This design comes from an exercise in tuning for small area on the open sky130 flow, not from production work. The RTL was checked by simulation tests, not by an equivalence proof against the original design. No activity file was given, so power comes from the tool's default toggle rates.

$ cat flow/config.mk
export PLATFORM = sky130hd
export DESIGN_NAME = cmac_rx_monitor
export DESIGN_NICKNAME = cmac_rx_monitor
export VERILOG_FILES = /design/flow/design.v
export SDC_FILE = /design/flow/constraint.sdc
export NUM_CORES = 4
export LEC_CHECK = 0
export CAP_MARGIN = 20
export CORE_AREA = 5 5 435 435
export DIE_AREA = 0 0 440 440
export PLACE_DENSITY = 0.75
export SLEW_MARGIN = 20
$ cat flow/constraint.sdc
create_clock -name core_clock -period 13.0 [get_ports {user_clk}]
set_input_delay 2.6000 -clock core_clock [delete_from_list [all_inputs] [get_ports {user_clk}]]
set_output_delay 2.6000 -clock core_clock [all_outputs]
set_load 0.01 [all_outputs]
$ cat flow/design.v
module cmac_rx_monitor #(
   parameter int          MIN_FRAME_BYTES  = 64,
   parameter int          MAX_FRAME_BYTES  = 9600,
   parameter int          CNT_W            = 12,   
   parameter int          BYTES_W          = 24,   
   parameter logic [CNT_W-1:0] GOOD_FRAMES_INIT = '0    
) (
   input  logic               user_clk,
   input  logic               user_resetn,
   input  logic               clear,
   input  logic [511:0]       s_axis_tdata,
   input  logic [63:0]        s_axis_tkeep,
   input  logic               s_axis_tuser,
   input  logic               s_axis_tlast,
   input  logic               s_axis_tvalid,
   output logic               s_axis_tready,
   output logic [511:0]       m_axis_tdata,
   output logic [63:0]        m_axis_tkeep,
   output logic               m_axis_tuser,
   output logic               m_axis_tlast,
   output logic               m_axis_tvalid,
   input  logic               m_axis_tready,
   output logic [CNT_W-1:0]   good_frames,
   output logic [CNT_W-1:0]   bad_frames,
   output logic [CNT_W-1:0]   runt_frames,
   output logic [CNT_W-1:0]   oversize_frames,
   output logic [BYTES_W-1:0] good_bytes,
   output logic               frame_done,
   output logic [15:0]        last_frame_len
);
   localparam int BW = 512 + 64 + 2;
   logic [BW-1:0] main_q, skid_q, skid_d, in_beat;
   logic  main_vld, skid_vld, rdy_q, skid_nxt;
   logic  in_hs, out_hs, frame_end, main_ld;
   assign in_beat   = {s_axis_tdata, s_axis_tkeep, s_axis_tuser, s_axis_tlast};
   assign in_hs     = s_axis_tvalid & rdy_q;
   assign out_hs    = main_vld & m_axis_tready;
   assign frame_end = in_hs & s_axis_tlast;
   assign s_axis_tready = rdy_q;
   assign m_axis_tvalid = main_vld;
   assign {m_axis_tdata, m_axis_tkeep, m_axis_tuser, m_axis_tlast} = main_q;
   assign skid_nxt = skid_vld ? !out_hs : (in_hs & main_vld & !out_hs);
   assign skid_d  = skid_vld ? skid_q : in_beat;
   assign main_ld = out_hs | !main_vld;
   always_ff @(posedge user_clk) begin
      skid_q <= skid_d;
      if (main_ld) main_q <= skid_d;
   end
   always_ff @(posedge user_clk or negedge user_resetn) begin
      if (!user_resetn) begin
         main_vld <= 1'b0;
         skid_vld <= 1'b0;
         rdy_q    <= 1'b0;
      end else begin
         skid_vld <= skid_nxt;
         rdy_q    <= !skid_nxt;
         main_vld <= skid_vld | in_hs | (main_vld & !out_hs);
      end
   end
   logic [16:0] sum;
   logic [15:0] acc_q, frame_len;
   logic        fmt_err_q, beat_err, keep_contig, is_runt, is_over, frame_bad;
   logic [62:0] keep_step;
   logic [7:0]  low_sum;
   logic [9:0]  cy_hi;
   logic [8:0]  acc_hi_inc;
   logic cs_s1, cs_c2, cs_s3, cs_c4, cs_s5, cs_c6, cs_s7, cs_c8, cs_s9, cs_c10, cs_s11, cs_c12, cs_s13, cs_c14, cs_s15, cs_c16, cs_s17, cs_c18, cs_s19, cs_c20, cs_s21, cs_c22, cs_s23, cs_c24, cs_s25, cs_c26, cs_s27, cs_c28, cs_s29, cs_c30, cs_s31, cs_c32, cs_s33, cs_c34, cs_s35, cs_c36, cs_s37, cs_c38, cs_s39, cs_c40, cs_s41, cs_c42, cs_s43, cs_c44, cs_s45, cs_c46, cs_s47, cs_c48, cs_s49, cs_c50, cs_s51, cs_c52, cs_s53, cs_c54, cs_s55, cs_c56, cs_s57, cs_c58, cs_s59, cs_c60, cs_s61, cs_c62, cs_s63, cs_c64, cs_s65, cs_c66, cs_s67, cs_c68, cs_s69, cs_c70, cs_s71, cs_c72, cs_s73, cs_c74, cs_s75, cs_c76, cs_s77, cs_c78, cs_s79, cs_c80, cs_s81, cs_c82, cs_s83, cs_c84, cs_s85, cs_c86, cs_s87, cs_c88, cs_s89, cs_c90, cs_s91, cs_c92, cs_s93, cs_c94, cs_s95, cs_c96, cs_s97, cs_c98, cs_s99, cs_c100, cs_s101, cs_c102, cs_s103, cs_c104, cs_s105, cs_c106, cs_s107, cs_c108, cs_s109, cs_c110, cs_s111, cs_c112, cs_s113, cs_c114, cs_s115, cs_c116, cs_s117, cs_c118, cs_s119, cs_c120, cs_s121, cs_c122, cs_s123, cs_c124, cs_s125, cs_c126, cs_s127, cs_c128, cs_s129, cs_c130, cs_s131, cs_c132, cs_s133, cs_c134, cs_s135, cs_c136, cs_s137, cs_c138, cs_s139, cs_c140, cs_s141, cs_c142, cs_s143, cs_c144, cs_s145, cs_c146, cs_s147, cs_c148, cs_s149, cs_c150;
   assign cs_s1 = ~(~s_axis_tkeep[0] ^ s_axis_tkeep[1] ^ s_axis_tkeep[2]);
   assign cs_c2 = ~((~s_axis_tkeep[0] & ~s_axis_tkeep[1]) | (~s_axis_tkeep[0] & ~s_axis_tkeep[2]) | (~s_axis_tkeep[1] & ~s_axis_tkeep[2]));
   assign cs_s3 = ~(~s_axis_tkeep[3] ^ s_axis_tkeep[4] ^ s_axis_tkeep[5]);
   assign cs_c4 = ~((~s_axis_tkeep[3] & ~s_axis_tkeep[4]) | (~s_axis_tkeep[3] & ~s_axis_tkeep[5]) | (~s_axis_tkeep[4] & ~s_axis_tkeep[5]));
   assign cs_s5 = ~(~s_axis_tkeep[6] ^ s_axis_tkeep[7] ^ s_axis_tkeep[8]);
   assign cs_c6 = ~((~s_axis_tkeep[6] & ~s_axis_tkeep[7]) | (~s_axis_tkeep[6] & ~s_axis_tkeep[8]) | (~s_axis_tkeep[7] & ~s_axis_tkeep[8]));
   assign cs_s7 = ~(~s_axis_tkeep[9] ^ s_axis_tkeep[10] ^ s_axis_tkeep[11]);
   assign cs_c8 = ~((~s_axis_tkeep[9] & ~s_axis_tkeep[10]) | (~s_axis_tkeep[9] & ~s_axis_tkeep[11]) | (~s_axis_tkeep[10] & ~s_axis_tkeep[11]));
   assign cs_s9 = ~(~s_axis_tkeep[12] ^ s_axis_tkeep[13] ^ s_axis_tkeep[14]);
   assign cs_c10 = ~((~s_axis_tkeep[12] & ~s_axis_tkeep[13]) | (~s_axis_tkeep[12] & ~s_axis_tkeep[14]) | (~s_axis_tkeep[13] & ~s_axis_tkeep[14]));
   assign cs_s11 = ~(~s_axis_tkeep[15] ^ s_axis_tkeep[16] ^ s_axis_tkeep[17]);
   assign cs_c12 = ~((~s_axis_tkeep[15] & ~s_axis_tkeep[16]) | (~s_axis_tkeep[15] & ~s_axis_tkeep[17]) | (~s_axis_tkeep[16] & ~s_axis_tkeep[17]));
   assign cs_s13 = ~(~s_axis_tkeep[18] ^ s_axis_tkeep[19] ^ s_axis_tkeep[20]);
   assign cs_c14 = ~((~s_axis_tkeep[18] & ~s_axis_tkeep[19]) | (~s_axis_tkeep[18] & ~s_axis_tkeep[20]) | (~s_axis_tkeep[19] & ~s_axis_tkeep[20]));
   assign cs_s15 = ~(~s_axis_tkeep[21] ^ s_axis_tkeep[22] ^ s_axis_tkeep[23]);
   assign cs_c16 = ~((~s_axis_tkeep[21] & ~s_axis_tkeep[22]) | (~s_axis_tkeep[21] & ~s_axis_tkeep[23]) | (~s_axis_tkeep[22] & ~s_axis_tkeep[23]));
   assign cs_s17 = ~(~s_axis_tkeep[24] ^ s_axis_tkeep[25] ^ s_axis_tkeep[26]);
   assign cs_c18 = ~((~s_axis_tkeep[24] & ~s_axis_tkeep[25]) | (~s_axis_tkeep[24] & ~s_axis_tkeep[26]) | (~s_axis_tkeep[25] & ~s_axis_tkeep[26]));
   assign cs_s19 = ~(~s_axis_tkeep[27] ^ s_axis_tkeep[28] ^ s_axis_tkeep[29]);
   assign cs_c20 = ~((~s_axis_tkeep[27] & ~s_axis_tkeep[28]) | (~s_axis_tkeep[27] & ~s_axis_tkeep[29]) | (~s_axis_tkeep[28] & ~s_axis_tkeep[29]));
   assign cs_s21 = ~(~s_axis_tkeep[30] ^ s_axis_tkeep[31] ^ s_axis_tkeep[32]);
   assign cs_c22 = ~((~s_axis_tkeep[30] & ~s_axis_tkeep[31]) | (~s_axis_tkeep[30] & ~s_axis_tkeep[32]) | (~s_axis_tkeep[31] & ~s_axis_tkeep[32]));
   assign cs_s23 = s_axis_tkeep[33] ^ s_axis_tkeep[34];
   assign cs_c24 = s_axis_tkeep[33] & s_axis_tkeep[34];
   assign cs_s25 = ~(~s_axis_tkeep[35] ^ s_axis_tkeep[36] ^ s_axis_tkeep[37]);
   assign cs_c26 = ~((~s_axis_tkeep[35] & ~s_axis_tkeep[36]) | (~s_axis_tkeep[35] & ~s_axis_tkeep[37]) | (~s_axis_tkeep[36] & ~s_axis_tkeep[37]));
   assign cs_s27 = ~(~s_axis_tkeep[38] ^ s_axis_tkeep[39] ^ s_axis_tkeep[40]);
   assign cs_c28 = ~((~s_axis_tkeep[38] & ~s_axis_tkeep[39]) | (~s_axis_tkeep[38] & ~s_axis_tkeep[40]) | (~s_axis_tkeep[39] & ~s_axis_tkeep[40]));
   assign cs_s29 = ~(~s_axis_tkeep[41] ^ s_axis_tkeep[42] ^ s_axis_tkeep[43]);
   assign cs_c30 = ~((~s_axis_tkeep[41] & ~s_axis_tkeep[42]) | (~s_axis_tkeep[41] & ~s_axis_tkeep[43]) | (~s_axis_tkeep[42] & ~s_axis_tkeep[43]));
   assign cs_s31 = ~(~s_axis_tkeep[44] ^ s_axis_tkeep[45] ^ s_axis_tkeep[46]);
   assign cs_c32 = ~((~s_axis_tkeep[44] & ~s_axis_tkeep[45]) | (~s_axis_tkeep[44] & ~s_axis_tkeep[46]) | (~s_axis_tkeep[45] & ~s_axis_tkeep[46]));
   assign cs_s33 = ~(~s_axis_tkeep[47] ^ s_axis_tkeep[48] ^ s_axis_tkeep[49]);
   assign cs_c34 = ~((~s_axis_tkeep[47] & ~s_axis_tkeep[48]) | (~s_axis_tkeep[47] & ~s_axis_tkeep[49]) | (~s_axis_tkeep[48] & ~s_axis_tkeep[49]));
   assign cs_s35 = ~(~s_axis_tkeep[50] ^ s_axis_tkeep[51] ^ s_axis_tkeep[52]);
   assign cs_c36 = ~((~s_axis_tkeep[50] & ~s_axis_tkeep[51]) | (~s_axis_tkeep[50] & ~s_axis_tkeep[52]) | (~s_axis_tkeep[51] & ~s_axis_tkeep[52]));
   assign cs_s37 = ~(~s_axis_tkeep[53] ^ s_axis_tkeep[54] ^ s_axis_tkeep[55]);
   assign cs_c38 = ~((~s_axis_tkeep[53] & ~s_axis_tkeep[54]) | (~s_axis_tkeep[53] & ~s_axis_tkeep[55]) | (~s_axis_tkeep[54] & ~s_axis_tkeep[55]));
   assign cs_s39 = ~(~s_axis_tkeep[56] ^ s_axis_tkeep[57] ^ s_axis_tkeep[58]);
   assign cs_c40 = ~((~s_axis_tkeep[56] & ~s_axis_tkeep[57]) | (~s_axis_tkeep[56] & ~s_axis_tkeep[58]) | (~s_axis_tkeep[57] & ~s_axis_tkeep[58]));
   assign cs_s41 = ~(~s_axis_tkeep[59] ^ s_axis_tkeep[60] ^ s_axis_tkeep[61]);
   assign cs_c42 = ~((~s_axis_tkeep[59] & ~s_axis_tkeep[60]) | (~s_axis_tkeep[59] & ~s_axis_tkeep[61]) | (~s_axis_tkeep[60] & ~s_axis_tkeep[61]));
   assign cs_s43 = ~(~s_axis_tkeep[62] ^ s_axis_tkeep[63] ^ acc_q[0]);
   assign cs_c44 = ~((~s_axis_tkeep[62] & ~s_axis_tkeep[63]) | (~s_axis_tkeep[62] & ~acc_q[0]) | (~s_axis_tkeep[63] & ~acc_q[0]));
   assign cs_s45 = ~(~cs_s1 ^ cs_s3 ^ cs_s5);
   assign cs_c46 = ~((~cs_s1 & ~cs_s3) | (~cs_s1 & ~cs_s5) | (~cs_s3 & ~cs_s5));
   assign cs_s47 = cs_s7 ^ cs_s9;
   assign cs_c48 = cs_s7 & cs_s9;
   assign cs_s49 = ~(~acc_q[1] ^ cs_c2 ^ cs_c4);
   assign cs_c50 = ~((~acc_q[1] & ~cs_c2) | (~acc_q[1] & ~cs_c4) | (~cs_c2 & ~cs_c4));
   assign cs_s51 = ~(~cs_c6 ^ cs_c8 ^ cs_c10);
   assign cs_c52 = ~((~cs_c6 & ~cs_c8) | (~cs_c6 & ~cs_c10) | (~cs_c8 & ~cs_c10));
   assign cs_s53 = ~(~cs_c12 ^ cs_c14 ^ cs_c16);
   assign cs_c54 = ~((~cs_c12 & ~cs_c14) | (~cs_c12 & ~cs_c16) | (~cs_c14 & ~cs_c16));
   assign cs_s55 = ~(~cs_s11 ^ cs_s13 ^ cs_s15);
   assign cs_c56 = ~((~cs_s11 & ~cs_s13) | (~cs_s11 & ~cs_s15) | (~cs_s13 & ~cs_s15));
   assign cs_s57 = ~(~cs_s17 ^ cs_s19 ^ cs_s21);
   assign cs_c58 = ~((~cs_s17 & ~cs_s19) | (~cs_s17 & ~cs_s21) | (~cs_s19 & ~cs_s21));
   assign cs_s59 = ~(~cs_s23 ^ cs_s25 ^ cs_s27);
   assign cs_c60 = ~((~cs_s23 & ~cs_s25) | (~cs_s23 & ~cs_s27) | (~cs_s25 & ~cs_s27));
   assign cs_s61 = ~(~cs_c18 ^ cs_c20 ^ cs_c22);
   assign cs_c62 = ~((~cs_c18 & ~cs_c20) | (~cs_c18 & ~cs_c22) | (~cs_c20 & ~cs_c22));
   assign cs_s63 = ~(~cs_c24 ^ cs_c26 ^ cs_c28);
   assign cs_c64 = ~((~cs_c24 & ~cs_c26) | (~cs_c24 & ~cs_c28) | (~cs_c26 & ~cs_c28));
   assign cs_s65 = ~(~cs_c30 ^ cs_c32 ^ cs_c34);
   assign cs_c66 = ~((~cs_c30 & ~cs_c32) | (~cs_c30 & ~cs_c34) | (~cs_c32 & ~cs_c34));
   assign cs_s67 = ~(~cs_c36 ^ cs_c38 ^ cs_s49);
   assign cs_c68 = ~((~cs_c36 & ~cs_c38) | (~cs_c36 & ~cs_s49) | (~cs_c38 & ~cs_s49));
   assign cs_s69 = cs_s51 ^ cs_s53;
   assign cs_c70 = cs_s51 & cs_s53;
   assign cs_s71 = ~(~cs_s29 ^ cs_s31 ^ cs_s33);
   assign cs_c72 = ~((~cs_s29 & ~cs_s31) | (~cs_s29 & ~cs_s33) | (~cs_s31 & ~cs_s33));
   assign cs_s73 = ~(~cs_s35 ^ cs_s37 ^ cs_s39);
   assign cs_c74 = ~((~cs_s35 & ~cs_s37) | (~cs_s35 & ~cs_s39) | (~cs_s37 & ~cs_s39));
   assign cs_s75 = ~(~cs_c40 ^ cs_c42 ^ cs_c44);
   assign cs_c76 = ~((~cs_c40 & ~cs_c42) | (~cs_c40 & ~cs_c44) | (~cs_c42 & ~cs_c44));
   assign cs_s77 = ~(~cs_c46 ^ cs_c48 ^ cs_s61);
   assign cs_c78 = ~((~cs_c46 & ~cs_c48) | (~cs_c46 & ~cs_s61) | (~cs_c48 & ~cs_s61));
   assign cs_s79 = ~(~cs_s63 ^ cs_s65 ^ cs_s67);
   assign cs_c80 = ~((~cs_s63 & ~cs_s65) | (~cs_s63 & ~cs_s67) | (~cs_s65 & ~cs_s67));
   assign cs_s81 = ~(~acc_q[2] ^ cs_c50 ^ cs_c52);
   assign cs_c82 = ~((~acc_q[2] & ~cs_c50) | (~acc_q[2] & ~cs_c52) | (~cs_c50 & ~cs_c52));
   assign cs_s83 = cs_c54 ^ cs_c62;
   assign cs_c84 = cs_c54 & cs_c62;
   assign cs_s85 = ~(~cs_s41 ^ cs_s43 ^ cs_s45);
   assign cs_c86 = ~((~cs_s41 & ~cs_s43) | (~cs_s41 & ~cs_s45) | (~cs_s43 & ~cs_s45));
   assign cs_s87 = cs_s47 ^ cs_s55;
   assign cs_c88 = cs_s47 & cs_s55;
   assign cs_s89 = ~(~cs_s69 ^ cs_c56 ^ cs_c58);
   assign cs_c90 = ~((~cs_s69 & ~cs_c56) | (~cs_s69 & ~cs_c58) | (~cs_c56 & ~cs_c58));
   assign cs_s91 = ~(~cs_c60 ^ cs_s75 ^ cs_s77);
   assign cs_c92 = ~((~cs_c60 & ~cs_s75) | (~cs_c60 & ~cs_s77) | (~cs_s75 & ~cs_s77));
   assign cs_s93 = cs_s79 ^ cs_c72;
   assign cs_c94 = cs_s79 & cs_c72;
   assign cs_s95 = ~(~cs_c64 ^ cs_c66 ^ cs_c68);
   assign cs_c96 = ~((~cs_c64 & ~cs_c66) | (~cs_c64 & ~cs_c68) | (~cs_c66 & ~cs_c68));
   assign cs_s97 = ~(~cs_c70 ^ cs_s81 ^ cs_s83);
   assign cs_c98 = ~((~cs_c70 & ~cs_s81) | (~cs_c70 & ~cs_s83) | (~cs_s81 & ~cs_s83));
   assign cs_s99 = ~(~cs_c76 ^ cs_c78 ^ cs_c80);
   assign cs_c100 = ~((~cs_c76 & ~cs_c78) | (~cs_c76 & ~cs_c80) | (~cs_c78 & ~cs_c80));
   assign cs_s101 = ~(~cs_s57 ^ cs_s59 ^ cs_s71);
   assign cs_c102 = ~((~cs_s57 & ~cs_s59) | (~cs_s57 & ~cs_s71) | (~cs_s59 & ~cs_s71));
   assign cs_s103 = ~(~cs_c74 ^ cs_s89 ^ cs_s91);
   assign cs_c104 = ~((~cs_c74 & ~cs_s89) | (~cs_c74 & ~cs_s91) | (~cs_s89 & ~cs_s91));
   assign cs_s105 = cs_s93 ^ cs_c86;
   assign cs_c106 = cs_s93 & cs_c86;
   assign cs_s107 = ~(~cs_s95 ^ cs_s97 ^ cs_s99);
   assign cs_c108 = ~((~cs_s95 & ~cs_s97) | (~cs_s95 & ~cs_s99) | (~cs_s97 & ~cs_s99));
   assign cs_s109 = ~(~cs_c90 ^ cs_c92 ^ cs_c94);
   assign cs_c110 = ~((~cs_c90 & ~cs_c92) | (~cs_c90 & ~cs_c94) | (~cs_c92 & ~cs_c94));
   assign cs_s111 = ~(~acc_q[3] ^ cs_c82 ^ cs_c84);
   assign cs_c112 = ~((~acc_q[3] & ~cs_c82) | (~acc_q[3] & ~cs_c84) | (~cs_c82 & ~cs_c84));
   assign cs_s113 = ~(~cs_c96 ^ cs_c98 ^ cs_c100);
   assign cs_c114 = ~((~cs_c96 & ~cs_c98) | (~cs_c96 & ~cs_c100) | (~cs_c98 & ~cs_c100));
   assign cs_s115 = cs_s73 ^ cs_s85;
   assign cs_c116 = cs_s73 & cs_s85;
   assign cs_s117 = ~(~cs_c88 ^ cs_s103 ^ cs_s105);
   assign cs_c118 = ~((~cs_c88 & ~cs_s103) | (~cs_c88 & ~cs_s105) | (~cs_s103 & ~cs_s105));
   assign cs_s119 = ~(~cs_s107 ^ cs_s109 ^ cs_c104);
   assign cs_c120 = ~((~cs_s107 & ~cs_s109) | (~cs_s107 & ~cs_c104) | (~cs_s109 & ~cs_c104));
   assign cs_s121 = ~(~cs_s111 ^ cs_s113 ^ cs_c108);
   assign cs_c122 = ~((~cs_s111 & ~cs_s113) | (~cs_s111 & ~cs_c108) | (~cs_s113 & ~cs_c108));
   assign cs_s123 = acc_q[4] ^ cs_c112;
   assign cs_c124 = acc_q[4] & cs_c112;
   assign cs_s125 = cs_s87 ^ cs_s101;
   assign cs_c126 = cs_s87 & cs_s101;
   assign cs_s127 = ~(~cs_c102 ^ cs_s117 ^ cs_c116);
   assign cs_c128 = ~((~cs_c102 & ~cs_s117) | (~cs_c102 & ~cs_c116) | (~cs_s117 & ~cs_c116));
   assign cs_s129 = ~(~cs_c106 ^ cs_s119 ^ cs_c118);
   assign cs_c130 = ~((~cs_c106 & ~cs_s119) | (~cs_c106 & ~cs_c118) | (~cs_s119 & ~cs_c118));
   assign cs_s131 = ~(~cs_c110 ^ cs_s121 ^ cs_c120);
   assign cs_c132 = ~((~cs_c110 & ~cs_s121) | (~cs_c110 & ~cs_c120) | (~cs_s121 & ~cs_c120));
   assign cs_s133 = ~(~cs_c114 ^ cs_s123 ^ cs_c122);
   assign cs_c134 = ~((~cs_c114 & ~cs_s123) | (~cs_c114 & ~cs_c122) | (~cs_s123 & ~cs_c122));
   assign cs_s135 = acc_q[5] ^ cs_c124;
   assign cs_c136 = acc_q[5] & cs_c124;
   assign cs_s137 = cs_s115 ^ cs_s125;
   assign cs_c138 = cs_s115 & cs_s125;
   assign cs_s139 = ~(~cs_s127 ^ cs_c126 ^ cs_c138);
   assign cs_c140 = ~((~cs_s127 & ~cs_c126) | (~cs_s127 & ~cs_c138) | (~cs_c126 & ~cs_c138));
   assign cs_s141 = ~(~cs_s129 ^ cs_c128 ^ cs_c140);
   assign cs_c142 = ~((~cs_s129 & ~cs_c128) | (~cs_s129 & ~cs_c140) | (~cs_c128 & ~cs_c140));
   assign cs_s143 = ~(~cs_s131 ^ cs_c130 ^ cs_c142);
   assign cs_c144 = ~((~cs_s131 & ~cs_c130) | (~cs_s131 & ~cs_c142) | (~cs_c130 & ~cs_c142));
   assign cs_s145 = ~(~cs_s133 ^ cs_c132 ^ cs_c144);
   assign cs_c146 = ~((~cs_s133 & ~cs_c132) | (~cs_s133 & ~cs_c144) | (~cs_c132 & ~cs_c144));
   assign cs_s147 = ~(~cs_s135 ^ cs_c134 ^ cs_c146);
   assign cs_c148 = ~((~cs_s135 & ~cs_c134) | (~cs_s135 & ~cs_c146) | (~cs_c134 & ~cs_c146));
   assign cs_s149 = ~(~acc_q[6] ^ cs_c136 ^ cs_c148);
   assign cs_c150 = ~((~acc_q[6] & ~cs_c136) | (~acc_q[6] & ~cs_c148) | (~cs_c136 & ~cs_c148));
   assign low_sum = {cs_c150, cs_s149, cs_s147, cs_s145, cs_s143, cs_s141, cs_s139, cs_s137};
   assign cy_hi[0] = 1'b1;
   for (genvar i = 0; i < 9; i++) begin : g_acc_hi
      assign acc_hi_inc[i] = acc_q[7+i] ^ cy_hi[i];
      assign cy_hi[i+1]    = acc_q[7+i] & cy_hi[i];
   end
   assign sum         = {low_sum[7] ? {cy_hi[9], acc_hi_inc} : {1'b0, acc_q[15:7]}, low_sum[6:0]};
   assign frame_len   = sum[16] ? 16'hFFFF : sum[15:0];
   for (genvar i = 0; i < 63; i++) begin : g_step
      assign keep_step[i] = s_axis_tkeep[i] | !s_axis_tkeep[i+1];
   end
   assign keep_contig = s_axis_tkeep[0] & (&keep_step);
   assign beat_err    = !(keep_contig & (s_axis_tlast | s_axis_tkeep[63]));
   assign is_runt     = frame_len < 16'(MIN_FRAME_BYTES);
   assign is_over     = frame_len > 16'(MAX_FRAME_BYTES);
   assign frame_bad   = s_axis_tuser | fmt_err_q | beat_err | is_runt | is_over;
   logic             inc_good, inc_bad, inc_runt, inc_over;
   logic [CNT_W-1:0] nx_good, nx_bad, nx_runt, nx_over;
   logic [BYTES_W-1:0] nx_bytes;
   assign inc_good  = frame_end & !frame_bad;
   assign inc_bad   = frame_end & frame_bad;
   assign inc_runt  = frame_end & is_runt;
   assign inc_over  = frame_end & is_over;
   logic [CNT_W:0] all_good, all_bad, all_runt, all_over;
   assign all_good[0] = 1'b1;
   assign all_bad[0]  = 1'b1;
   assign all_runt[0] = 1'b1;
   assign all_over[0] = 1'b1;
   for (genvar i = 0; i < CNT_W; i++) begin : g_cnt
      assign all_good[i+1] = all_good[i] & good_frames[i];
      assign all_bad[i+1]  = all_bad[i]  & bad_frames[i];
      assign all_runt[i+1] = all_runt[i] & runt_frames[i];
      assign all_over[i+1] = all_over[i] & oversize_frames[i];
      assign nx_good[i] = good_frames[i]     ^ (inc_good & !all_good[CNT_W] & all_good[i]);
      assign nx_bad[i]  = bad_frames[i]      ^ (inc_bad  & !all_bad[CNT_W]  & all_bad[i]);
      assign nx_runt[i] = runt_frames[i]     ^ (inc_runt & !all_runt[CNT_W] & all_runt[i]);
      assign nx_over[i] = oversize_frames[i] ^ (inc_over & !all_over[CNT_W] & all_over[i]);
   end
   logic [BYTES_W:0] bytes_sum;
   assign bytes_sum = {1'b0, good_bytes} + {{(BYTES_W-13){1'b0}}, sum[13:0]};
   assign nx_bytes  = !inc_good ? good_bytes : bytes_sum[BYTES_W] ? '1 : bytes_sum[BYTES_W-1:0];
   always_ff @(posedge user_clk or negedge user_resetn) begin
      if (!user_resetn) begin
         acc_q           <= '0;
         fmt_err_q       <= 1'b0;
         frame_done      <= 1'b0;
         last_frame_len  <= '0;
         good_frames     <= GOOD_FRAMES_INIT;
         bad_frames      <= '0;
         runt_frames     <= '0;
         oversize_frames <= '0;
         good_bytes      <= '0;
      end else begin
         frame_done <= frame_end;
         if (in_hs) begin
            if (s_axis_tlast) begin
               acc_q          <= '0;
               fmt_err_q      <= 1'b0;
               last_frame_len <= frame_len;
            end else begin
               acc_q     <= frame_len;
               fmt_err_q <= fmt_err_q | beat_err;
            end
         end
         if (clear) begin
            good_frames     <= '0;
            bad_frames      <= '0;
            runt_frames     <= '0;
            oversize_frames <= '0;
            good_bytes      <= '0;
         end else begin
            good_frames     <= nx_good;
            bad_frames      <= nx_bad;
            runt_frames     <= nx_runt;
            oversize_frames <= nx_over;
            good_bytes      <= nx_bytes;
         end
      end
   end
endmodule
$ cat flow/flow/run.sh
#!/bin/bash
# Standard ORFS layout with two changes: every port still gets its own buffer, but a
# minimum-size one (buf_1) instead of the default pick, and CTS inserts no dummy loads.
set -euo pipefail
export BUFFER_PORTS_ARGS="-buffer_cell sky130_fd_sc_hd__buf_1"
export CTS_ARGS="-sink_clustering_enable -repair_clock_nets -dont_use_dummy_load -buf_list sky130_fd_sc_hd__clkbuf_8 -sink_clustering_size 16 -sink_clustering_max_diameter 60"
bash standard.sh finish > standard.log 2>&1
$ cat flow/standard.sh
#!/bin/bash
# synth_recipe.tcl (not shown) runs the flow's synth.tcl, then flattens the netlist and writes it again
# the make line also repeats each setting of config.mk as NAME=value (left out here)
make -C /OpenROAD-flow-scripts/flow DESIGN_CONFIG=/design/flow/config.mk WORK_HOME=/design/flow/orfs CLKGATE_MAP_FILE= SYNTH_SCRIPT=/design/flow/synth_recipe.tcl "${@:-finish}"
==> flow_summary.toml, run 1 <==
[clocking]
ctsHoldBuffers = 0
htree_levels = 3
clock_latency_ns = 0.85
cts-root-buf = "clkbuf_8"
ctsResizeCount = 0
cts_buffers = 112
cts_tree = "built"
cts_setup_buffers = 0
clockBufferDepth = 3
path_clk_slew_ns = 0.10
cts.sinks = 1265

[place]
numPortBuffers = 1251
place_congestion = 0.953
dp_hpwl_mm = 137

[timing]
slew_headroom_pct = 32.8
worstMarginPinSlew_ns = 1.01
slew_violations = 0
rsz0062_at_grt = "false"
hold_viol_final = 0
fmax_mhz = 88.2
tns_ns = 0
layout_min_cycle_time_ns = 11.34
fin_skew_ns = 0.134
setup_viol = 0
fin_crit_sh_pct = 87.2

[finish]
multi_input_area_um2 = 11500
areaGrowthSynthToFinish_pct = 21.3
layout-drive-gt1-share_pct = 18.6
register_area_um2 = 31700
nets = 4636
fillers = 18719

[global_route]
grt_max_degree = 127
antenna_found_initial = 108
grt-ovfl-total = 0
grt_pass1_wl_mm = 224
grt.total_usage_pct = 16.5
grt_pass1_vias = 27865

[synthesis]
ys_types = 68
ys_ff_latch = 1265
ys_seq_area_share_pct = 72.4
syn_nets = 3336
yosys_warnings = 1
avgSynthCellArea_um2 = 16.5
synthCells = 2650
synth_area_um2 = 43700
synth_edf_count = 578
synthArstFlopShare_pct = 8.62
synth_top_flop_cell = "edfxtp_1"

[route]
routed_via_density = 4.26
drtPass1Iterations = 5
routed_wl_mm = 168
drt_iter0_drc = 1996
wl_per_cell_um = 26.0
antenna_left = 0
dr_total_vias = 27489
drcViolationCount = 0

[worst_setup_path]
end_kind = "register"
worstPathArrival_ns = 11.99
worstPathMaxFanout = 22
cp-startpoint = "s_axis_tkeep[1]"
worstSetupStartpointType = "primary input"
critPathRequiredTime_ns = 13.65
crit_type = "in -> reg"
reg2reg_from = "acc_q[1]"

[floorplanning]
coreArea_um2 = 183000
fp-row-count = 157
initial_core_util_pct = 23.8
die_h_um = 440
die-area_um2 = 194000
die_width_um = 440
io_pins = 1252

[pwr]
power.density_nw_per_um2 = 268
leakagePower_nw = 18.9
ir_drop_mv = 0.447
power_mw = 14.2

[min_path]
min_path_type = "reg -> reg"
hp-start = "skid_q[310]"

[run_status]
outcome = "finished clean"

[job]
cap_violations = 0
==> worst max-delay path: stages <==
cell and delay [ns]:
buf_1 0.27, fa_1 0.50, fa_1 0.48, inv_1 0.05, fa_1 0.54, inv_1 0.06
fa_1 0.42, inv_1 0.09, fa_1 0.43, fa_1 0.56, inv_1 0.05, fa_1 0.46
fa_1 0.49, fa_1 0.41, fa_1 0.47, fa_1 0.48, inv_1 0.13, fa_1 0.22
fa_1 0.71, buf_4 0.30, nor4b_1 0.07, a31oi_1 0.31, a31oi_1 0.12, a311oi_4 0.36
o211ai_4 0.23, or2_1 0.50, nor3b_1 0.29, mux2_2 0.36
==> flip-flops by register name, indices dropped and copies added (netlist names), 12 cells and up <==
name / flops
acc_q: 16
bad_frames: 12
good_bytes: 24
good_frames: 12
last_frame_len: 16
main_q: 578
oversize_frames: 12
runt_frames: 12
skid_q: 578
==> metal layers <==
| metal | vias up | wire (µm) | GRT usage (%) | share of wire [%] |
|---|---|---|---|---|
| met4 | 52 | 7260 | 7.82 | 4.3 |
| li1 | 12101 | - | - | - |
| met3 | 335 | 15300 | 4.70 | 9.1 |
| met5 | - | 333 | 0 | 0.20 |
| met2 | 1233 | 80500 | 27.0 | 48 |
| met1 | 13768 | 64400 | 20.1 | 38 |
==> area by class of cell <==
| cell class | count | area share [%] |
|---|---|---|
| Antenna cell | 35 | 0.165 |
| Sequential cell | 1265 | 59.7 |
| Tap cell | 2464 | 5.81 |
| Clock buffer | 112 | 2.91 |
| Inverter | 67 | 0.474 |
| Multi-Input combinational cell | 1224 | 21.6 |
| Timing Repair Buffer | 1280 | 9.32 |
==> cells in the final DEF, fill, tap and decap left out, drive strengths merged, types with 17 or more instances in the layout <==
cell       n
buf     1278
mux2     581
edfxtp   578
dfxtp    578
nor2     115
clkbuf   114
dfrtp    109
inv       66
fa        64
nand2     63
o21ai     43
ha        39
diode     35
a21oi     34
xor2      27
and2      26
nand2b    20
nand3     17
==> kinds of logic after synthesis <==
family / count (synthesis) / share of synthesized area, %
flip-flops: 1265 / 72.4
XOR/XNOR: 40 / 0.801
AO/OA/AOI/OAI: 160 / 2.43
adder cells (fa/ha/maj): 103 / 4.04
multiplexers: 582 / 15.0
AND/OR/NAND/NOR: 339 / 3.95
buffers and inverters: 161 / 1.42
==> power by group <==
group          switching, mW  internal, mW
Sequential             0.518          5.98
Combinational           3.61          2.10
Clock                   1.26         0.760
Total                   5.39          8.84
==> metrics by stage <==
step / utilization, % / cell area, µm² / instances / hold WS, ns / setup slack [ns]
floorplan: - / 43700 / 2650 / 0.431 / 1.72
global placement: 28.0 / 51400 / 6300 / 0.450 / 1.08
detailed placement: 28.0 / 51400 / 6300 / 0.456 / 0.960
CTS: 28.9 / 52900 / 6412 / 0.415 / 1.91
global route: 28.9 / 53000 / 6429 / 0.419 / 1.36
finish: 28.9 / 53000 / 6447 / 0.422 / 1.66
==> worst paths after layout <==
| check | cells after the start | slack [ns] | endpoint |
|---|---|---|---|
| worst max-delay path | 28 | 1.66 | good_frames[3] |
| worst min-delay path | 1 | 0.42 | main_q[310] |
| worst max register to register | 26 | 3.67 | good_frames[3] |
| worst min register to register | 1 | 0.42 | main_q[310] |
| max in group asynchronous | 2 | 9.76 | acc_q[8] |
| min in group asynchronous | 1 | 1.78 | bad_frames[2] |
==> cell usage after synthesis, types with 4 or more instances <==
cell type	instances	area [µm²]
nor3_1	12	60.1
and3_1	14	87.6
dfxtp_1	578	11600
o22ai_1	13	81.3
or3_1	5	31.3
a211oi_1	12	90.1
and2_1	26	163
nor3b_1	5	37.5
a21o_1	5	37.5
clkbuf_1	82	308
edfxtp_1	578	17400
dfrtp_1	109	2730
fa_1	64	1280
nand2b_1	20	125
o21ai_0	40	200
a21oi_1	34	170
and4_1	12	105
inv_1	66	248
a31oi_1	11	68.8
nand2_1	63	236
buf_2	6	30.0
xor2_1	27	236
nor2b_1	14	87.6
nor2_1	115	432
nand3_1	17	85.1
nand4_1	11	68.8
ha_1	39	488
buf_1	4	15.0
mux2_2	581	6540
xnor2_1	13	114
a41o_1	5	50.1
nor4_1	10	62.6
==> run 2, diff against run 1 <==
--- a/flow/config.mk
+++ b/flow/config.mk
@@ -7,6 +7,8 @@
 export LEC_CHECK = 0
 export CAP_MARGIN = 20
 export CORE_AREA = 5 5 435 435
+export CTS_BUF_LIST = sky130_fd_sc_hd__clkbuf_8
+export CTS_CLUSTER_DIAMETER = 60
+export CTS_CLUSTER_SIZE = 16
 export DIE_AREA = 0 0 440 440
-export PLACE_DENSITY = 0.75
 export SLEW_MARGIN = 20
==> flow_summary.toml, run 2 <==
[place]
placed_cell_area_um2 = 51400
dp_hpwl_mm = 124
numPortBuffers = 1251
dp_slack_ns = 1.15
placedCellCount = 6291
place_congestion = 0.957

[pwr]
power.density_nw_per_um2 = 264
internal-power_mw = 8.84
switchingPower_mw = 5.17
power_mw = 14.0
p_comb_share_pct = 39.3
ir_drop_mv = 0.441
swShare_pct = 36.9
p_seq_share_pct = 46.1
leakagePower_nw = 18.9
pwr-share-clk_pct = 14.6

[timing]
fin_crit_sh_pct = 84.7
layout_min_cycle_time_ns = 11.02
setup_slack_ns = 1.98
hold_viol_final = 0
tns_ns = 0
whs_ns = 0.467
slew_violations = 0
worstMarginPinSlew_ns = 1.05
setup_viol = 0
rsz0062_at_grt = "false"
fin_skew_ns = 0.0830
fmax_mhz = 90.8
slew_headroom_pct = 30.1

[clocking]
ctsHoldBuffers = 0
cts_tree = "built"
htree_levels = 3
path_clk_slew_ns = 0.07
ctsResizeCount = 0
cts_setup_buffers = 0
clock_latency_ns = 0.85
clockBufferDepth = 3
cts_buffers = 115
cts.sinks = 1265
cts-root-buf = "clkbuf_8"

[route]
drt_iter0_drc = 2106
dr_total_vias = 27091
routed_via_density = 4.22
routed_wl_mm = 156
wl_per_cell_um = 24.3
antenna_left = 0
drtPass1Iterations = 7
drcViolationCount = 0

[synthesis]
synth_top_flop_cell = "edfxtp_1"
synth-simple-area-share_pct = 3.95
syn_nets = 3336
avgSynthCellArea_um2 = 16.5
synth_top_family_by_area = "multiplexers"
synthAdderAreaFrac_pct = 4.04
synth_area_um2 = 43700
synth_edf_count = 578
ys_seq_area_share_pct = 72.4
synth.most_common_cell = "mux2_2"
yosys.area.top_type = "edfxtp_1"
synth_compound_area_share_pct = 2.43
ys_ff_latch = 1265
synthTopCellsByArea = "edfxtp_1 (40%), dfxtp_1 (26%), mux2_2 (15%)"
synth_common_cells = "mux2_2 (581), dfxtp_1 (578), edfxtp_1 (578)"
ys_types = 68
synthCells = 2650
synthArstFlopShare_pct = 8.62
yosys_warnings = 1
synth_mux_area_share_pct = 15.0
synth_xor_area_share_pct = 0.801
synth_top_cell_area_share_pct = 39.7

[floorplanning]
coreArea_um2 = 183000
die-area_um2 = 194000
fp-row-count = 157
die_width_um = 440
io_pins = 1252
initial_core_util_pct = 23.8
die_h_um = 440

[worst_setup_path]
worstPathMaxFanout = 34
rr_worst_depth = 27
worstSetupStartpointType = "primary input"
cp_common_cell = "fa_1"
end_kind = "register"
worstPathArrival_ns = 11.68
cpMaxStageDelayCell = "nor2_1"
crit_type = "in -> reg"
critPathRequiredTime_ns = 13.66
slowest_delay_ns = 0.63

[finish]
design_area_um2 = 53000
final_cell_mix = "buf_1 (1249), mux2_2 (581), edfxtp_1 (578), dfxtp_1 (578)"
layout-drive-gt1-share_pct = 18.5
final_util_pct = 28.9
nets = 4630
top_regs = "main_q: 578 flops, skid_q: 578 flops, good_bytes: 24 flops"
areaGrowthSynthToFinish_pct = 21.2
mostFrequentLayoutCell = "buf_1"
fillers = 18859
final_cells = 6427

[job]
cap_violations = 0

[global_route]
grt_pass1_wl_mm = 209
grt.total_usage_pct = 15.3
antenna_found_initial = 60
grt_max_degree = 167
grt_pass1_vias = 26932
grt-ovfl-total = 0

[run_status]
outcome = "finished clean"

[min_path]
min_path_type = "reg -> reg"
holdPathStages = 1
-- run 2: cell type report --
class | instances | area [µm²] | share of cell area, %
antenna | 21 | 52.6 | 0.0991
inverter | 67 | 251 | 0.474
tap | 2464 | 3080 | 5.82
clock buffer | 115 | 1580 | 2.99
sequential | 1265 | 31700 | 59.7
multi-input combinational | 1224 | 11500 | 21.6
timing repair buffer | 1271 | 4910 | 9.27
-- run 2: power groups by stage --
stage / sequential, mW / clock [mW] / combinational [mW]
2_1_floorplan: 6.92 / 0 / 3.05
3_3_place_gp: 6.50 / 0 / 5.47
3_5_place_dp: 6.54 / 0 / 5.51
4_1_cts: 6.46 / 2.15 / 5.54
5_1_grt: 6.59 / 2.29 / 6.00
6_report: 6.46 / 2.04 / 5.51
-- run 2: routing by layer --
metal	share of wire, %	global-route usage, %
met2	47	24.7
met4	3.4	5.20
met5	0.14	0
met1	41	19.5
met3	8.2	4.56
-- run 2: path summary, 6_finish.rpt --
path	from	to	slack, ns
max	s_axis_tkeep[3]	good_bytes[8]	1.98
min	skid_q[339]	skid_q[339]	0.47
max reg2reg	acc_q[1]	good_bytes[8]	3.86
min reg2reg	skid_q[339]	skid_q[339]	0.47
max in group asynchronous	user_resetn	skid_vld	9.79
min in group asynchronous	user_resetn	runt_frames[0]	1.81
-- run 2: cells by family (layout without fill, tap and decap cells) --
| family | after synthesis | after routing |
|---|---|---|
| flip-flops | 1265 | 1265 |
| multiplexers | 582 | 582 |
| AND/OR/NAND/NOR | 339 | 339 |
| buffers and inverters | 161 | 1453 |
| AO/OA/AOI/OAI | 160 | 160 |
| adder cells (fa/ha/maj) | 103 | 103 |
| XOR/XNOR | 40 | 40 |
| other | 0 | 21 |
-- run 2: critical path, delay by kind of cell --
family                   cells  cell delay, ns
adder cells (fa/ha/maj)     14            5.91
AND/OR/NAND/NOR              3            1.27
AO/OA/AOI/OAI                4            0.87
buffers and inverters        7            0.85
XOR/XNOR                     1            0.17
==> run 3, diff against run 2 <==
==> flow/flow/run.sh (replaced) <==
#!/bin/bash
# Standard ORFS layout with two changes: every port still gets its own buffer, but a
# minimum-size one (buf_1) instead of the default pick, and CTS inserts no dummy loads.
set -euo pipefail
export BUFFER_PORTS_ARGS="-buffer_cell sky130_fd_sc_hd__buf_1"
export CTS_ARGS="-sink_clustering_enable -repair_clock_nets -dont_use_dummy_load -buf_list sky130_fd_sc_hd__clkbuf_4 -sink_clustering_size 10 -sink_clustering_max_diameter 40"
bash standard.sh finish > standard.log 2>&1
--- a/flow/config.mk
+++ b/flow/config.mk
@@ -7,8 +7,6 @@
 export LEC_CHECK = 0
 export CAP_MARGIN = 20
 export CORE_AREA = 5 5 435 435
-export CTS_BUF_LIST = sky130_fd_sc_hd__clkbuf_8
-export CTS_CLUSTER_DIAMETER = 60
-export CTS_CLUSTER_SIZE = 16
 export DIE_AREA = 0 0 440 440
+export PLACE_DENSITY = 0.75
 export SLEW_MARGIN = 20
==> flow_summary.toml, run 3 <==
[clocking]
cts.sinks = 1265
ctsResizeCount = 0
clock_latency_ns = 1.20
cts_buffers = 196
path_clk_slew_ns = 0.08
cts_tree = "built"
clockBufferDepth = 3
ctsHoldBuffers = 0
cts_setup_buffers = 0
cts-root-buf = "clkbuf_4"
htree_levels = 4

[timing]
worstMarginPinSlew_ns = 1.03
slew_violations = 0
fin_crit_sh_pct = 84.7
slew_headroom_pct = 31.3
fmax_mhz = 90.8
hold_viol_final = 0
rsz0062_at_grt = "false"
layout_min_cycle_time_ns = 11.02
tns_ns = 0
setup_viol = 0
fin_skew_ns = 0.174

[worst_setup_path]
worst-r2r-setup-slack_ns = 3.68
cp-startpoint = "s_axis_tkeep[1]"
critPathRequiredTime_ns = 13.97
cpMaxStageDelayCell = "fa_1"
end_kind = "register"
reg2reg_from = "acc_q[1]"
worstPathArrival_ns = 11.99
worstPathMaxFanout = 22
slowest_delay_ns = 0.72
r2r-end = "good_bytes[10]"
worstSetupStartpointType = "primary input"
crit_type = "in -> reg"
cp_common_cell = "fa_1"
rr_worst_depth = 28

[run_status]
outcome = "finished clean"

[floorplanning]
coreArea_um2 = 183000
initial_core_util_pct = 23.8
die-area_um2 = 194000
fp-row-count = 157
io_pins = 1252
die_h_um = 440
die_width_um = 440

[finish]
multi_input_area_um2 = 11500
register_area_um2 = 31700
design_area_um2 = 53000
layout-drive-gt1-share_pct = 20.3
top_regs = "main_q: 578 flops, skid_q: 578 flops, good_bytes: 24 flops"
final_util_pct = 28.9
fillers = 18790
areaGrowthSynthToFinish_pct = 21.1
final_cell_mix = "buf_1 (1249), mux2_2 (581), edfxtp_1 (578), dfxtp_1 (578), clkbuf_4 (197)"
mostFrequentLayoutCell = "buf_1"
nets = 4720

[job]
cap_violations = 0

[global_route]
grt_pass1_vias = 28444
grt.total_usage_pct = 16.6
grt_max_degree = 127
grt-ovfl-total = 0
grt_pass1_wl_mm = 225
antenna_found_initial = 109

[synthesis]
syn_nets = 3336
ys_seq_area_share_pct = 72.4
yosys.area.top_type = "edfxtp_1"
ys_types = 68
ys_ff_latch = 1265
synth_area_um2 = 43700
yosys_warnings = 1
synthTopCellsByArea = "edfxtp_1 (40%), dfxtp_1 (26%), mux2_2 (15%)"
avgSynthCellArea_um2 = 16.5
synth_top_flop_cell = "edfxtp_1"
synth.most_common_cell = "mux2_2"
synth_common_cells = "mux2_2 (581), dfxtp_1 (578), edfxtp_1 (578)"
synth_edf_count = 578
synthArstFlopShare_pct = 8.62
synth_top_cell_area_share_pct = 39.7
synthCells = 2650

[min_path]
min_to = "main_q[503]"
holdPathStages = 1
min_path_type = "reg -> reg"
hp-start = "skid_q[503]"

[place]
placed_cell_area_um2 = 51400
place_congestion = 0.953
numPortBuffers = 1251
dp_hpwl_mm = 137

[route]
drcViolationCount = 0
routed_via_density = 4.32
dr_total_vias = 28231
drtPass1Iterations = 7
routed_wl_mm = 168
wl_per_cell_um = 25.8
antenna_left = 0
drt_iter0_drc = 2020

[pwr]
power.density_nw_per_um2 = 268
ir_drop_mv = 0.453
leakagePower_nw = 19.0
run 3: final cells by class:
type,instances,share of cell area [%]
Antenna cell,41,0.194
Timing Repair Buffer,1280,9.33
Clock buffer,196,2.78
Multi-Input combinational cell,1224,21.6
Inverter,67,0.475
Tap cell,2464,5.82
Sequential cell,1265,59.8
run 3: cells by family after synthesis:
group,Yosys count,synth area share (%)
simple gates,339,3.95
fa+ha+maj,103,4.04
mux,582,15.0
buf+inv,161,1.42
flops,1265,72.4
compound gates,160,2.43
xor+xnor,40,0.801
run 3: worst max-delay path: cells and delay by family:
| family | cells | cell delay (ns) |
|---|---|---|
| compound gates | 5 | 1.25 |
| simple gates | 3 | 0.53 |
| buf+inv | 9 | 1.41 |
| fa+ha+maj | 13 | 6.16 |
run 3: worst max-delay path by stage:
| stage | cells past startpoint | end | slack (ns) |
|---|---|---|---|
| floorplan | 32 | good_bytes[20] | 1.72 |
| global placement | 29 | good_frames[1] | 1.08 |
| detailed placement | 28 | good_frames[3] | 0.96 |
| CTS | 30 | good_bytes[10] | 2.32 |
| global route | 28 | good_bytes[1] | 1.78 |
| finish | 30 | good_bytes[10] | 1.98 |
run 3: per-layer routing:
layer	global-route usage, %	wire length, µm	part of all wire [%]
met1	19.9	64300	38
met2	27.0	79800	47
met3	5.44	15800	9.4
met4	7.64	8220	4.9
met5	0	366	0.22
run 3: power by group:
group | switching, mW | internal, mW | total (mW) | leakage, nW
combinational | 3.64 | 2.10 | 5.74 | 5.99
clock | 1.28 | 0.683 | 1.96 | 0.902
sequential | 0.516 | 5.98 | 6.50 | 12.1
run 3: through the flow:
stage               worst slack, ns  std cells  power [mW]  hold WS (ns)
floorplan                      1.72       2650        9.97         0.431
global placement               1.08       6300        12.2         0.450
detailed placement            0.960       6300        12.3         0.456
CTS                            2.32       6496        14.3         0.461
global route                   1.78       6522        15.0         0.483
finish                         1.98       6537        14.2         0.467
==> run 4, diff against run 3 <==
==> flow/flow/run.sh (replaced) <==
#!/bin/bash
# Standard ORFS layout with two changes: every port still gets its own buffer, but a
# minimum-size one (buf_1) instead of the default pick, and CTS inserts no dummy loads.
set -euo pipefail
export BUFFER_PORTS_ARGS="-buffer_cell sky130_fd_sc_hd__buf_1"
export CTS_ARGS="-sink_clustering_enable -repair_clock_nets -dont_use_dummy_load -buf_list sky130_fd_sc_hd__clkbuf_8 -sink_clustering_size 20 -sink_clustering_max_diameter 60"
bash standard.sh finish > standard.log 2>&1
==> flow_summary.toml, run 4 <==
[timing]
hold_viol_final = 0
setup_slack_ns = 1.70
worstMarginPinSlew_ns = 1.02
setup_viol = 0
slew_headroom_pct = 32.0
tns_ns = 0
layout_min_cycle_time_ns = 11.30
fin_crit_sh_pct = 86.9
rsz0062_at_grt = "false"
fin_skew_ns = 0.150
fmax_mhz = 88.5
whs_ns = 0.456
slew_violations = 0

[synthesis]
avgSynthCellArea_um2 = 16.5
synth_top_cell_area_share_pct = 39.7
ys_seq_area_share_pct = 72.4
syn_nets = 3336
synthTopCellsByArea = "edfxtp_1 (40%), dfxtp_1 (26%), mux2_2 (15%)"
synth.most_common_cell = "mux2_2"
ys_ff_latch = 1265
yosys.area.top_type = "edfxtp_1"
synth_edf_count = 578
synth_area_um2 = 43700
synth_top_flop_cell = "edfxtp_1"
synthArstFlopShare_pct = 8.62
yosys_warnings = 1
synth_common_cells = "mux2_2 (581), dfxtp_1 (578), edfxtp_1 (578)"
ys_types = 68
synthCells = 2650

[route]
antenna_left = 0
routed_wl_mm = 168
dr_total_vias = 27711
drcViolationCount = 0
drt_iter0_drc = 2009
drtPass1Iterations = 6
routed_via_density = 4.31
wl_per_cell_um = 26.1

[place]
placedCellCount = 6300
dp_slack_ns = 0.960
dp_hpwl_mm = 137
place_congestion = 0.953
numPortBuffers = 1251
placed_cell_area_um2 = 51400

[run_status]
outcome = "finished clean"

[finish]
final_util_pct = 28.8
areaGrowthSynthToFinish_pct = 20.9
top_regs = "main_q: 578 flops, skid_q: 578 flops, good_bytes: 24 flops"
mostFrequentLayoutCell = "buf_1"
final_cell_mix = "buf_1 (1249), mux2_2 (581), edfxtp_1 (578), dfxtp_1 (578), nor2_1 (115)"
design_area_um2 = 52900
final_cells = 6433
layout-drive-gt1-share_pct = 18.4
nets = 4627

[floorplanning]
coreArea_um2 = 183000
die_width_um = 440
initial_core_util_pct = 23.8
fp-row-count = 157
die_h_um = 440
io_pins = 1252
die-area_um2 = 194000

[worst_setup_path]
worstPathArrival_ns = 11.97
worst-r2r-setup-slack_ns = 3.74
rr_worst_depth = 27
slowest_delay_ns = 0.70
worstSetupStartpointType = "primary input"
reg2reg_from = "acc_q[1]"
end_kind = "register"
critPathRequiredTime_ns = 13.67
cp_common_cell = "fa_1"
crit_type = "in -> reg"
cpMaxStageDelayCell = "fa_1"
r2r-end = "good_frames[1]"
worstPathMaxFanout = 22

[pwr]
power.density_nw_per_um2 = 268
internal-power_mw = 8.79
p_seq_share_pct = 45.9
ir_drop_mv = 0.442
swShare_pct = 38.0
p_comb_share_pct = 40.4
switchingPower_mw = 5.38
pwr-share-clk_pct = 13.7
power_mw = 14.2
leakagePower_nw = 18.9

[global_route]
antenna_found_initial = 113
grt_pass1_vias = 27702
grt_max_degree = 127
grt_pass1_wl_mm = 223
grt.total_usage_pct = 16.5
grt-ovfl-total = 0

[min_path]
min_path_type = "reg -> reg"
min_to = "main_q[97]"
hp-start = "skid_q[97]"
holdPathStages = 1

[clocking]
ctsResizeCount = 0
cts_buffers = 103
clock_latency_ns = 0.90
clockBufferDepth = 3
cts.sinks = 1265
htree_levels = 3
path_clk_slew_ns = 0.12
cts_setup_buffers = 0
ctsHoldBuffers = 0
cts_tree = "built"
cts-root-buf = "clkbuf_8"

[job]
cap_violations = 0
run 4: power by group through the flow:
stage                     Combinational [mW]  Clock, mW  Sequential (mW)
after floorplan                         3.05          0             6.92
after CTS                               5.77       2.03             6.51
after detailed placement                5.73          0             6.59
final                                   5.73       1.94             6.50
after global routing                    6.14       2.19             6.63
after global placement                  5.66          0             6.54
run 4: layer usage:
metal  track usage (%)  share of wire [%]  vias to the layer above
met5                 0               0.22                        -
met4              7.31                4.6                       60
met3              4.90                8.7                      363
met2              27.2                 48                     1275
met1              19.9                 39                    13938
li1                  -                  -                    12075
run 4: final cells by class:
type | instances | area, µm²
Clock buffer | 103 | 1420
Sequential cell | 1265 | 31700
Fill cell | 18740 | 131000
Multi-Input combinational cell | 1224 | 11500
Timing Repair Buffer | 1280 | 4940
Tap cell | 2464 | 3080
Antenna cell | 30 | 75.1
Inverter | 67 | 251
run 4: worst max-delay path by stage:
stage                         start              to  slack (ns)  depth (start not counted)
finish              s_axis_tkeep[1]  good_frames[1]        1.70                         29
global route        s_axis_tkeep[1]   good_bytes[1]        1.32                         28
CTS                 s_axis_tkeep[1]   good_bytes[6]        1.90                         30
detailed placement  s_axis_tkeep[1]  good_frames[3]        0.96                         28
global placement    s_axis_tkeep[0]  good_frames[1]        1.08                         29
floorplan           s_axis_tkeep[3]  good_bytes[20]        1.72                         32
run 4: logic make-up (layout without fill, tap and decap cells):
kind of cell,count (synthesis),after routing,share of synthesized area (%)
flip-flops,1265,1265,72.4
buffers and inverters,161,1450,1.42
AND/OR/NAND/NOR,339,339,3.95
multiplexers,582,582,15.0
AO/OA/AOI/OAI,160,160,2.43
XOR/XNOR,40,40,0.801
adder cells (fa/ha/maj),103,103,4.04
other,0,30,0
run 4: worst max-delay path: cells and delay by family:
kind / cells / cell delay (ns)
buf+inv: 6 / 0.63
xor+xnor: 1 / 0.15
simple gates: 4 / 1.15
compound gates: 4 / 1.06
fa+ha+maj: 14 / 6.35
==> run 5, diff against run 4 <==
==> flow/flow/run.sh (replaced) <==
#!/bin/bash
# Standard ORFS layout with two changes: every port still gets its own buffer, but a
# minimum-size one (buf_1) instead of the default pick, and CTS inserts no dummy loads.
set -euo pipefail
export BUFFER_PORTS_ARGS="-buffer_cell sky130_fd_sc_hd__buf_1"
export CTS_ARGS="-sink_clustering_enable -repair_clock_nets -dont_use_dummy_load -buf_list sky130_fd_sc_hd__clkbuf_8 -sink_clustering_size 18 -sink_clustering_max_diameter 70"
bash standard.sh finish > standard.log 2>&1
--- a/flow/config.mk
+++ b/flow/config.mk
@@ -8,5 +8,4 @@
 export CAP_MARGIN = 20
 export CORE_AREA = 5 5 435 435
 export DIE_AREA = 0 0 440 440
-export PLACE_DENSITY = 0.75
 export SLEW_MARGIN = 20
==> flow_summary.toml, run 5 <==
[run_status]
outcome = "finished clean"

[place]
place_congestion = 0.957
placedCellCount = 6291
dp_hpwl_mm = 124
numPortBuffers = 1251
dp_slack_ns = 1.15
placed_cell_area_um2 = 51400

[clocking]
ctsHoldBuffers = 0
cts-root-buf = "clkbuf_8"
cts_tree = "built"
cts_buffers = 102
htree_levels = 3
path_clk_slew_ns = 0.10
cts.sinks = 1265
cts_setup_buffers = 0
clock_latency_ns = 0.88
clockBufferDepth = 3
ctsResizeCount = 0

[synthesis]
synthTopCellsByArea = "edfxtp_1 (40%), dfxtp_1 (26%), mux2_2 (15%)"
synth_area_um2 = 43700
synth_top_flop_cell = "edfxtp_1"
synthCells = 2650
yosys_warnings = 1
ys_types = 68
synth_edf_count = 578
synth.most_common_cell = "mux2_2"
avgSynthCellArea_um2 = 16.5
synth_common_cells = "mux2_2 (581), dfxtp_1 (578), edfxtp_1 (578)"
yosys.area.top_type = "edfxtp_1"
synthArstFlopShare_pct = 8.62
ys_seq_area_share_pct = 72.4
syn_nets = 3336
synth_top_cell_area_share_pct = 39.7
ys_ff_latch = 1265

[finish]
layout-drive-gt1-share_pct = 18.2
areaGrowthSynthToFinish_pct = 20.8
top_regs = "main_q: 578 flops, skid_q: 578 flops, good_bytes: 24 flops"
mostFrequentLayoutCell = "buf_1"
multi_input_area_um2 = 11500
final_cell_mix = "buf_1 (1249), mux2_2 (581), edfxtp_1 (578), dfxtp_1 (578), nor2_1 (115)"
nets = 4617
fillers = 18861
register_area_um2 = 31700
design_area_um2 = 52800
final_cells = 6411
final_util_pct = 28.8

[worst_setup_path]
reg2reg_from = "acc_q[1]"
worstSetupStartpointType = "primary input"
cp-startpoint = "s_axis_tkeep[3]"
critPathRequiredTime_ns = 13.62
crit_type = "in -> reg"
slowest_delay_ns = 0.64
cp_common_cell = "fa_1"
worstPathMaxFanout = 34
cpMaxStageDelayCell = "nor2_1"
worstPathArrival_ns = 11.72
end_kind = "register"

[global_route]
grt_pass1_wl_mm = 209
grt-ovfl-total = 0
antenna_found_initial = 59
grt_max_degree = 167
grt_pass1_vias = 26974
grt.total_usage_pct = 15.2

[route]
drtPass1Iterations = 5
routed_wl_mm = 156
dr_total_vias = 27009
routed_via_density = 4.21
antenna_left = 0
wl_per_cell_um = 24.3
drt_iter0_drc = 1950
drcViolationCount = 0

[timing]
setup_viol = 0
slew_headroom_pct = 28.0
fin_crit_sh_pct = 85.4
hold_viol_final = 0
rsz0062_at_grt = "false"
slew_violations = 0
layout_min_cycle_time_ns = 11.10
tns_ns = 0
worstMarginPinSlew_ns = 1.08
whs_ns = 0.458
setup_slack_ns = 1.90
fin_skew_ns = 0.0923
fmax_mhz = 90.1

[pwr]
power.density_nw_per_um2 = 263
ir_drop_mv = 0.441
power_mw = 13.9
leakagePower_nw = 18.8

[floorplanning]
fp-row-count = 157
die_h_um = 440
io_pins = 1252
initial_core_util_pct = 23.8
coreArea_um2 = 183000
die-area_um2 = 194000
die_width_um = 440

[min_path]
min_path_type = "reg -> reg"
hp-start = "skid_q[321]"

[job]
cap_violations = 0
run 5: cell counts after synthesis:
Identical to the previous run, type by type.
run 5: area by class of cell:
type | instances | share of cell area [%]
timing repair buffer | 1271 | 9.30
sequential | 1265 | 59.9
clock buffer | 102 | 2.66
inverter | 67 | 0.476
multi-input combinational | 1224 | 21.7
tap | 2464 | 5.84
antenna | 18 | 0.0853
run 5: critical path: cells and delay by family:
family	cells	cell delay (ns)
simple gates	3	1.29
fa+ha+maj	14	5.91
xor+xnor	1	0.16
buf+inv	7	0.85
compound gates	4	0.87
run 5: worst paths after layout:
kind | end | slack [ns] | depth (start not counted)
max | good_bytes[8] | 1.90 | 29
min | main_q[321] | 0.46 | 1
max reg2reg | good_bytes[8] | 3.77 | 27
min reg2reg | main_q[321] | 0.46 | 1
max in group asynchronous | skid_vld | 9.80 | 2
min in group asynchronous | oversize_frames[1] | 1.84 | 1
run 5: kinds of logic (layout without fill, tap and decap cells):
logic type                 Yosys count  after routing  share of synthesized area, %
DFF                               1265           1265                          72.4
muxes                              582            582                          15.0
adders and majority gates          103            103                          4.04
and+or+nand+nor                    339            339                          3.95
other                                0             18                             0
xor gates and xnor gates            40             40                         0.801
buffers and inverters              161           1440                          1.42
AOI/OAI and AO/OA                  160            160                          2.43
run 5: routing by layer:
layer	wire length, µm	share of wire [%]	track usage (%)
met5	263	0.17	0
met4	6050	3.9	5.55
met3	13000	8.3	4.72
met2	73000	47	24.5
met1	63700	41	19.4
run 5: power breakdown:
group / internal, mW / switching (mW) / total (mW)
registers: 5.98 / 0.471 / 6.45
clock network: 0.697 / 1.25 / 1.95
logic: 2.08 / 3.44 / 5.51
total: 8.75 / 5.16 / 13.9

## what the ideal ports hide
In the flow no input, the clock included, has a driving cell. The finished layouts below were timed again as built, in two steps. Step 1: set_driving_cell puts a clkbuf_16 on user_clk and a buf_2 on each other input, an assumption about the parent block. Step 2, shift: input delay + t, output delay - t, t = (earliest + latest rising clock arrival at the registers) / 2. This alone moves slack from input paths to output paths. Three values: ideal ports, drivers, drivers and shift; two values: the first two.
run	t (ns)	slack for setup (ns)	latest minus earliest clock arrival (ns)	worst register clock-pin slew, ns	pins driven straight from the clock port
run 1	0.864	1.660 / 1.707 / 0.843	0.182 / 0.182	0.11 / 0.11	1
run 2	0.902	1.983 / 2.026 / 1.123	0.133 / 0.133	0.11 / 0.11	1
run 3	1.207	1.984 / 2.030 / 0.823	0.246 / 0.246	0.11 / 0.11	1
run 4	0.875	1.702 / 1.745 / 0.869	0.185 / 0.185	0.12 / 0.12	1
run 5	0.887	1.901 / 1.946 / 1.059	0.143 / 0.142	0.12 / 0.12	1
After both steps every run listed still meets setup and hold. For run 3, which loses most, drivers alone change the setup slack by +0.046 ns; drivers and shift together by -1.161 ns.
